What follows belongs to an exercise in optimizing a design on an open flow for a short achievable clock period and few clock cycles; a production flow would make more cautious choices. Function was checked by simulation only, so behaviour that the tests miss may differ from the original. Power and IR drop assume default switching activity.

==> job 5169 <==
==> flow/design.v (excerpt) <==
module cpu_top #(
   parameter int IMEM_DEPTH = 256
) (
   input  logic         clk,
   input  logic         rst_n,
   input  logic         imem_we,
   input  logic [15:0]  imem_addr,
   input  logic [15:0]  imem_wdata,
   output logic         cyc,
   output logic         stb,
   output logic         we,
   output logic [15:0]  adr,
   output logic [15:0]  dat_w,
   input  logic [15:0]  dat_r,
   input  logic         ack,
   output logic         wb_we,
   output logic [2:0]   wb_rd,
   output logic [15:0]  wb_data,
   output logic         halted
);
clock: 6.0 ns
lec_check: 0
cap_margin: 20
core_margin: 2
core_utilization: 40
place_density: 0.6
setup_slack_margin: 3.2
slew_margin: 20
run.sh (not shown) runs the stock make flow with config.mk's settings and CLKGATE_MAP_FILE= SYNTH_SCRIPT=/design/flow/synth_recipe.tcl, a recipe that flattens the netlist after the stock synthesis.
==> job 4708: changes against job 5169 <==
--- a/flow/design.v
+++ b/flow/design.v
@@ -109,14 +109,12 @@
    logic        e_fb;
    logic        e_fs;
    logic        e_pz;         
    logic        e_pz_ok;
    logic        e_dp;         
    logic [TQ_AW-1:0] e_dtag;  
-   logic        e_ap;         
-   logic [TQ_AW-1:0] e_atag;  
    logic        w_valid;
    logic [2:0]  w_rd;
    logic [TQ_AW-1:0] w_idx;
    logic [15:0] res_q;
    logic [15:0] regs [0:7];
    logic [7:0]  rz;
@@ -127,16 +125,13 @@
    logic [TQ_D-1:0]  tq_rdy;
    logic [2:0]       tq_rd   [0:TQ_D-1];
    logic [15:0]      tq_data [0:TQ_D-1];
    logic [MQ_AW:0]   mq_head;
    logic [MQ_AW:0]   mq_tail;
    logic             mq_we  [0:MQ_D-1];
-   logic [15:0]      mq_base [0:MQ_D-1];    
-   logic [15:0]      mq_imm [0:MQ_D-1];
-   logic [MQ_D-1:0]  mq_ap;
-   logic [TQ_AW-1:0] mq_atag [0:MQ_D-1];
+   logic [15:0]      mq_adr [0:MQ_D-1];
    logic [15:0]      mq_dat [0:MQ_D-1];
    logic [2:0]       mq_rd  [0:MQ_D-1];
    logic [TQ_AW-1:0] mq_idx [0:MQ_D-1];
    logic [MQ_D-1:0]  mq_live;
    logic [MQ_D-1:0]  mq_dp;
    logic [TQ_AW-1:0] mq_dtag [0:MQ_D-1];
@@ -341,13 +336,13 @@
       else if (w_valid && w_rd == rd_i) rd_zero = res_q == 16'd0;
       else if (retok && o_rd == rd_i)   rd_zero = dat_r == 16'd0;
       else if (q_ok && q_rd == rd_i)    rd_zero = q_res == 16'd0;
       else                              rd_zero = rz[rd_i];
    end
    logic raw, full, stall, d_issue, d_go, redirect;
-   assign raw  = (uses_a && pend_now[rs_i] && !is_mem) || (uses_b && pend_now[rt_i]) ||
+   assign raw  = (uses_a && pend_now[rs_i]) || (uses_b && pend_now[rt_i]) ||
                  (is_cbr && (pend_now[rd_i] || (fs && !e_pz_ok)));
    assign full = (is_mem && mq_nf) || (writes && tq_nf);
    logic pa, pb, to_q;
    assign pa   = uses_a && pend_now[rs_i];
    assign pb   = uses_b && pend_now[rt_i];
    assign to_q = (is_r || is_addi) && !q_valid && (pa || pb) &&
@@ -434,14 +429,12 @@
       e_fb   <= fb && is_r;
       e_fs   <= fs;
       e_pz   <= pz;
       e_pz_ok <= pz_ok;
       e_dp   <= is_st && pend_now[rd_i];
       e_dtag <= ptag[rd_i];
-      e_ap   <= is_mem && pend_now[rs_i];
-      e_atag <= ptag[rs_i];
    end
    always_ff @(posedge clk or negedge rst_n) begin
       if (!rst_n) begin
          w_valid <= 1'b0;
          pend    <= 8'd0;
       end else begin
@@ -522,24 +515,24 @@
    logic mq_empty, bus_free, mq_push;
    logic [MQ_AW-1:0] mq_h, mq_t;
    assign mq_h     = mq_head[MQ_AW-1:0];
    assign mq_t     = mq_tail[MQ_AW-1:0];
    assign mq_empty = mq_head == mq_tail;
    assign bus_free = !cyc || ack;
-   assign mq_push  = e_mem && !(bus_free && mq_empty && e_ready && !e_ap);
+   assign mq_push  = e_mem && !(bus_free && mq_empty && e_ready);
    always_ff @(posedge clk or negedge rst_n) begin
       if (!rst_n) begin
          mq_head <= '0;
          mq_tail <= '0;
          cyc     <= 1'b0;
       end else begin
          if (mq_push) begin
             mq_tail <= mq_tail + 1'b1;
          end
          if (bus_free) begin
-            cyc <= mq_empty ? e_mem && e_ready && !e_ap : head_ready;
+            cyc <= mq_empty ? e_mem && e_ready : head_ready;
             if (!mq_empty && head_ready) begin
                mq_head <= mq_head + 1'b1;
             end
          end
       end
    end
@@ -568,64 +561,39 @@
    logic [15:0] mq_cap [0:MQ_D-1];
    logic e_ready, head_ready;
    assign e_dhit = e_dp && ((ret && o_idx == e_dtag) || (q_done && q_idx == e_dtag));
    assign e_cap  = (ret && o_idx == e_dtag) ? dat_r : q_res;
    assign e_sdat = e_dhit ? e_cap : es;
    assign e_ready = !(e_st && e_dp) || e_dhit;
-   logic        e_ahit;
-   logic [15:0] e_acap;
-   logic [MQ_D-1:0] mq_ahit;
-   logic [15:0] mq_acap [0:MQ_D-1];
-   assign e_ahit = e_ap && ((ret && o_idx == e_atag) || (q_done && q_idx == e_atag));
-   assign e_acap = (ret && o_idx == e_atag) ? dat_r : q_res;
    always_comb begin
       for (int k = 0; k < MQ_D; k++) begin
          mq_dhit[k] = mq_dp[k] && ((ret && o_idx == mq_dtag[k]) ||
                                    (q_done && q_idx == mq_dtag[k]));
          mq_cap[k]  = (ret && o_idx == mq_dtag[k]) ? dat_r : q_res;
       end
    end
-   always_comb begin
-      for (int k = 0; k < MQ_D; k++) begin
-         mq_ahit[k] = mq_ap[k] && ((ret && o_idx == mq_atag[k]) ||
-                                   (q_done && q_idx == mq_atag[k]));
-         mq_acap[k] = (ret && o_idx == mq_atag[k]) ? dat_r : q_res;
-      end
-   end
-   assign head_ready = (!mq_dp[mq_h] || mq_dhit[mq_h]) && (!mq_ap[mq_h] || mq_ahit[mq_h]);
-   logic [15:0] h_base, h_adr;
-   assign h_base = mq_ahit[mq_h] ? mq_acap[mq_h] : mq_base[mq_h];
-   pfx_add #(.W(16)) h_agu (.a(h_base), .b(mq_imm[mq_h]), .cin(1'b0), .s(h_adr));
+   assign head_ready = !mq_dp[mq_h] || mq_dhit[mq_h];
    always_ff @(posedge clk) begin
       for (int k = 0; k < MQ_D; k++) begin
          if (mq_push && mq_t == k) begin
             mq_we[k]   <= e_st;
-            mq_base[k] <= e_ahit ? e_acap : ea;
-            mq_imm[k]  <= e_b;
+            mq_adr[k]  <= alu_out;
             mq_dat[k]  <= e_sdat;
             mq_rd[k]   <= e_rd;
             mq_idx[k]  <= e_idx;
             mq_dp[k]   <= e_st && e_dp && !e_dhit;
             mq_dtag[k] <= e_dtag;
-            mq_ap[k]   <= e_ap && !e_ahit;
-            mq_atag[k] <= e_atag;
-         end else begin
-            if (mq_dhit[k]) begin
-               mq_dat[k]  <= mq_cap[k];
-               mq_dp[k]   <= 1'b0;
-            end
-            if (mq_ahit[k]) begin
-               mq_base[k] <= mq_acap[k];
-               mq_ap[k]   <= 1'b0;
-            end
+         end else if (mq_dhit[k]) begin
+            mq_dat[k]  <= mq_cap[k];
+            mq_dp[k]   <= 1'b0;
          end
       end
       if (bus_free) begin
          if (!mq_empty) begin
             o_we  <= mq_we[mq_h];
-            o_adr <= h_adr;
+            o_adr <= mq_adr[mq_h];
             o_dat <= mq_dhit[mq_h] ? mq_cap[mq_h] : mq_dat[mq_h];
             o_rd  <= mq_rd[mq_h];
             for (int r = 0; r < 8; r++) o_rd_oh[r] <= mq_rd[mq_h] == r;
             o_idx <= mq_idx[mq_h];
          end else begin
             o_we  <= e_st;
==> job 6715: changes against job 5169 <==
--- a/flow/design.v
+++ b/flow/design.v
@@ -109,14 +109,12 @@
    logic        e_fb;
    logic        e_fs;
    logic        e_pz;         
    logic        e_pz_ok;
    logic        e_dp;         
    logic [TQ_AW-1:0] e_dtag;  
-   logic        e_ap;         
-   logic [TQ_AW-1:0] e_atag;  
    logic        w_valid;
    logic [2:0]  w_rd;
    logic [TQ_AW-1:0] w_idx;
    logic [15:0] res_q;
    logic [15:0] regs [0:7];
    logic [7:0]  rz;
@@ -127,16 +125,13 @@
    logic [TQ_D-1:0]  tq_rdy;
    logic [2:0]       tq_rd   [0:TQ_D-1];
    logic [15:0]      tq_data [0:TQ_D-1];
    logic [MQ_AW:0]   mq_head;
    logic [MQ_AW:0]   mq_tail;
    logic             mq_we  [0:MQ_D-1];
-   logic [15:0]      mq_base [0:MQ_D-1];    
-   logic [15:0]      mq_imm [0:MQ_D-1];
-   logic [MQ_D-1:0]  mq_ap;
-   logic [TQ_AW-1:0] mq_atag [0:MQ_D-1];
+   logic [15:0]      mq_adr [0:MQ_D-1];
    logic [15:0]      mq_dat [0:MQ_D-1];
    logic [2:0]       mq_rd  [0:MQ_D-1];
    logic [TQ_AW-1:0] mq_idx [0:MQ_D-1];
    logic [MQ_D-1:0]  mq_live;
    logic [MQ_D-1:0]  mq_dp;
    logic [TQ_AW-1:0] mq_dtag [0:MQ_D-1];
@@ -341,13 +336,13 @@
       else if (w_valid && w_rd == rd_i) rd_zero = res_q == 16'd0;
       else if (retok && o_rd == rd_i)   rd_zero = dat_r == 16'd0;
       else if (q_ok && q_rd == rd_i)    rd_zero = q_res == 16'd0;
       else                              rd_zero = rz[rd_i];
    end
    logic raw, full, stall, d_issue, d_go, redirect;
-   assign raw  = (uses_a && pend_now[rs_i] && !is_mem) || (uses_b && pend_now[rt_i]) ||
+   assign raw  = (uses_a && pend_now[rs_i]) || (uses_b && pend_now[rt_i]) ||
                  (is_cbr && (pend_now[rd_i] || (fs && !e_pz_ok)));
    assign full = (is_mem && mq_nf) || (writes && tq_nf);
    logic pa, pb, to_q;
    assign pa   = uses_a && pend_now[rs_i];
    assign pb   = uses_b && pend_now[rt_i];
    assign to_q = (is_r || is_addi) && !q_valid && (pa || pb) &&
@@ -434,14 +429,12 @@
       e_fb   <= fb && is_r;
       e_fs   <= fs;
       e_pz   <= pz;
       e_pz_ok <= pz_ok;
       e_dp   <= is_st && pend_now[rd_i];
       e_dtag <= ptag[rd_i];
-      e_ap   <= is_mem && pend_now[rs_i];
-      e_atag <= ptag[rs_i];
    end
    always_ff @(posedge clk or negedge rst_n) begin
       if (!rst_n) begin
          w_valid <= 1'b0;
          pend    <= 8'd0;
       end else begin
@@ -522,24 +515,24 @@
    logic mq_empty, bus_free, mq_push;
    logic [MQ_AW-1:0] mq_h, mq_t;
    assign mq_h     = mq_head[MQ_AW-1:0];
    assign mq_t     = mq_tail[MQ_AW-1:0];
    assign mq_empty = mq_head == mq_tail;
    assign bus_free = !cyc || ack;
-   assign mq_push  = e_mem && !(bus_free && mq_empty && e_ready && !e_ap);
+   assign mq_push  = e_mem && !(bus_free && mq_empty && e_ready);
    always_ff @(posedge clk or negedge rst_n) begin
       if (!rst_n) begin
          mq_head <= '0;
          mq_tail <= '0;
          cyc     <= 1'b0;
       end else begin
          if (mq_push) begin
             mq_tail <= mq_tail + 1'b1;
          end
          if (bus_free) begin
-            cyc <= mq_empty ? e_mem && e_ready && !e_ap : head_ready;
+            cyc <= mq_empty ? e_mem && e_ready : head_ready;
             if (!mq_empty && head_ready) begin
                mq_head <= mq_head + 1'b1;
             end
          end
       end
    end
@@ -568,64 +561,39 @@
    logic [15:0] mq_cap [0:MQ_D-1];
    logic e_ready, head_ready;
    assign e_dhit = e_dp && ((ret && o_idx == e_dtag) || (q_done && q_idx == e_dtag));
    assign e_cap  = (ret && o_idx == e_dtag) ? dat_r : q_res;
    assign e_sdat = e_dhit ? e_cap : es;
    assign e_ready = !(e_st && e_dp) || e_dhit;
-   logic        e_ahit;
-   logic [15:0] e_acap;
-   logic [MQ_D-1:0] mq_ahit;
-   logic [15:0] mq_acap [0:MQ_D-1];
-   assign e_ahit = e_ap && ((ret && o_idx == e_atag) || (q_done && q_idx == e_atag));
-   assign e_acap = (ret && o_idx == e_atag) ? dat_r : q_res;
    always_comb begin
       for (int k = 0; k < MQ_D; k++) begin
          mq_dhit[k] = mq_dp[k] && ((ret && o_idx == mq_dtag[k]) ||
                                    (q_done && q_idx == mq_dtag[k]));
          mq_cap[k]  = (ret && o_idx == mq_dtag[k]) ? dat_r : q_res;
       end
    end
-   always_comb begin
-      for (int k = 0; k < MQ_D; k++) begin
-         mq_ahit[k] = mq_ap[k] && ((ret && o_idx == mq_atag[k]) ||
-                                   (q_done && q_idx == mq_atag[k]));
-         mq_acap[k] = (ret && o_idx == mq_atag[k]) ? dat_r : q_res;
-      end
-   end
-   assign head_ready = (!mq_dp[mq_h] || mq_dhit[mq_h]) && (!mq_ap[mq_h] || mq_ahit[mq_h]);
-   logic [15:0] h_base, h_adr;
-   assign h_base = mq_ahit[mq_h] ? mq_acap[mq_h] : mq_base[mq_h];
-   pfx_add #(.W(16)) h_agu (.a(h_base), .b(mq_imm[mq_h]), .cin(1'b0), .s(h_adr));
+   assign head_ready = !mq_dp[mq_h] || mq_dhit[mq_h];
    always_ff @(posedge clk) begin
       for (int k = 0; k < MQ_D; k++) begin
          if (mq_push && mq_t == k) begin
             mq_we[k]   <= e_st;
-            mq_base[k] <= e_ahit ? e_acap : ea;
-            mq_imm[k]  <= e_b;
+            mq_adr[k]  <= alu_out;
             mq_dat[k]  <= e_sdat;
             mq_rd[k]   <= e_rd;
             mq_idx[k]  <= e_idx;
             mq_dp[k]   <= e_st && e_dp && !e_dhit;
             mq_dtag[k] <= e_dtag;
-            mq_ap[k]   <= e_ap && !e_ahit;
-            mq_atag[k] <= e_atag;
-         end else begin
-            if (mq_dhit[k]) begin
-               mq_dat[k]  <= mq_cap[k];
-               mq_dp[k]   <= 1'b0;
-            end
-            if (mq_ahit[k]) begin
-               mq_base[k] <= mq_acap[k];
-               mq_ap[k]   <= 1'b0;
-            end
+         end else if (mq_dhit[k]) begin
+            mq_dat[k]  <= mq_cap[k];
+            mq_dp[k]   <= 1'b0;
          end
       end
       if (bus_free) begin
          if (!mq_empty) begin
             o_we  <= mq_we[mq_h];
-            o_adr <= h_adr;
+            o_adr <= mq_adr[mq_h];
             o_dat <= mq_dhit[mq_h] ? mq_cap[mq_h] : mq_dat[mq_h];
             o_rd  <= mq_rd[mq_h];
             for (int r = 0; r < 8; r++) o_rd_oh[r] <= mq_rd[mq_h] == r;
             o_idx <= mq_idx[mq_h];
          end else begin
             o_we  <= e_st;
==> flow/config.mk (replaced) <==
export PLATFORM = sky130hd
export DESIGN_NAME = cpu_top
export DESIGN_NICKNAME = cpu_top
export VERILOG_FILES = /design/flow/design.v
export SDC_FILE = /design/flow/constraint.sdc
export NUM_CORES = 4
export LEC_CHECK = 0
export CAP_MARGIN = 20
export CORE_MARGIN = 2
export CORE_UTILIZATION = 45
export PLACE_DENSITY = 0.65
export SETUP_SLACK_MARGIN = 3.2
export SLEW_MARGIN = 20
==> comparison table <==
Outcome: job 6715 finished clean; job 4708 finished clean; job 5169 finished clean
Number of cells after detailed placement: job 6715 19100; job 4708 20000; job 5169 21400
Layout clock buffers: job 6715 714; job 4708 745; job 5169 762
Register share of the cell area: job 6715 56.8%; job 4708 56.3%; job 5169 54.0%
Worst relative slew slack: job 6715 8.24%; job 4708 16.2%; job 5169 15.5%
Global router's overall resource usage: job 6715 26.2%; job 4708 23.4%; job 5169 25.1%
Worst-case register-to-register setup slack: job 6715 2.30 ns; job 4708 2.33 ns; job 5169 1.09 ns
FFs w/ async S/R, synth: job 6715 1.56%; job 4708 1.56%; job 5169 1.52%
Sw power: job 6715 15.5 mW; job 4708 15.8 mW; job 5169 52.0 mW
Count of yosys warnings during synthesis: job 6715 16; job 4708 16; job 5169 31
Clock distribution power: job 6715 34.3 mW; job 4708 33.8 mW; job 5169 36.0 mW
Finished layout cell area: job 6715 278000 sq um; job 4708 280000 sq um; job 5169 302000 sq um
Number of iterations in the first detailed-routing pass: job 6715 13; job 4708 7; job 5169 9
Testbench counts of job 5169, summed over its fixed seeds: cycles 38,345.
Testbench counts of job 4708, summed over its fixed seeds: cycles 38,618.
Testbench counts of job 6715, summed over its fixed seeds: cycles 38,618.

[port drivers added, routing unchanged]
In the flow no input, the clock included, has a driving cell. The finished layouts below were timed again as built, in two steps. Step 1 (the two cells are an assumption about what drives the block):
set clk [get_ports {clk}]
set_driving_cell -lib_cell sky130_fd_sc_hd__clkbuf_16 $clk
set_driving_cell -lib_cell sky130_fd_sc_hd__buf_2 [delete_from_list [all_inputs] $clk]
Step 2 adds t to the input delays and takes it off the output delays; t is the mean of the earliest and latest rising clock arrival at the registers after step 1. Input paths then give back, and output paths get back, about the clock's delay inside the block. Slacks: no drivers / after step 1 / after step 2; pairs: no drivers / after step 1.
run | t (ns) | setup WS [ns] | worst hold slack (ns) | worst setup path after step 2 | clock arrival spread, ns
job 5169 | 1.212 | 1.086 / 1.086 / 0.055 | 0.072 / 0.136 / 0.458 | input to register | 0.079 / 0.079
job 4708 | 1.195 | 2.329 / 2.329 / 1.346 | 0.100 / -0.008 / 0.474 | input to register | 0.092 / 0.092
job 6715 | 1.200 | 2.301 / 2.301 / 1.210 | 0.202 / 0.101 / 0.495 | input to register | 0.107 / 0.107
After both steps setup and hold are still met in every run listed. For job 6715, which loses most, drivers alone change the setup slack by 0.000 ns; drivers and shift together by -1.091 ns.
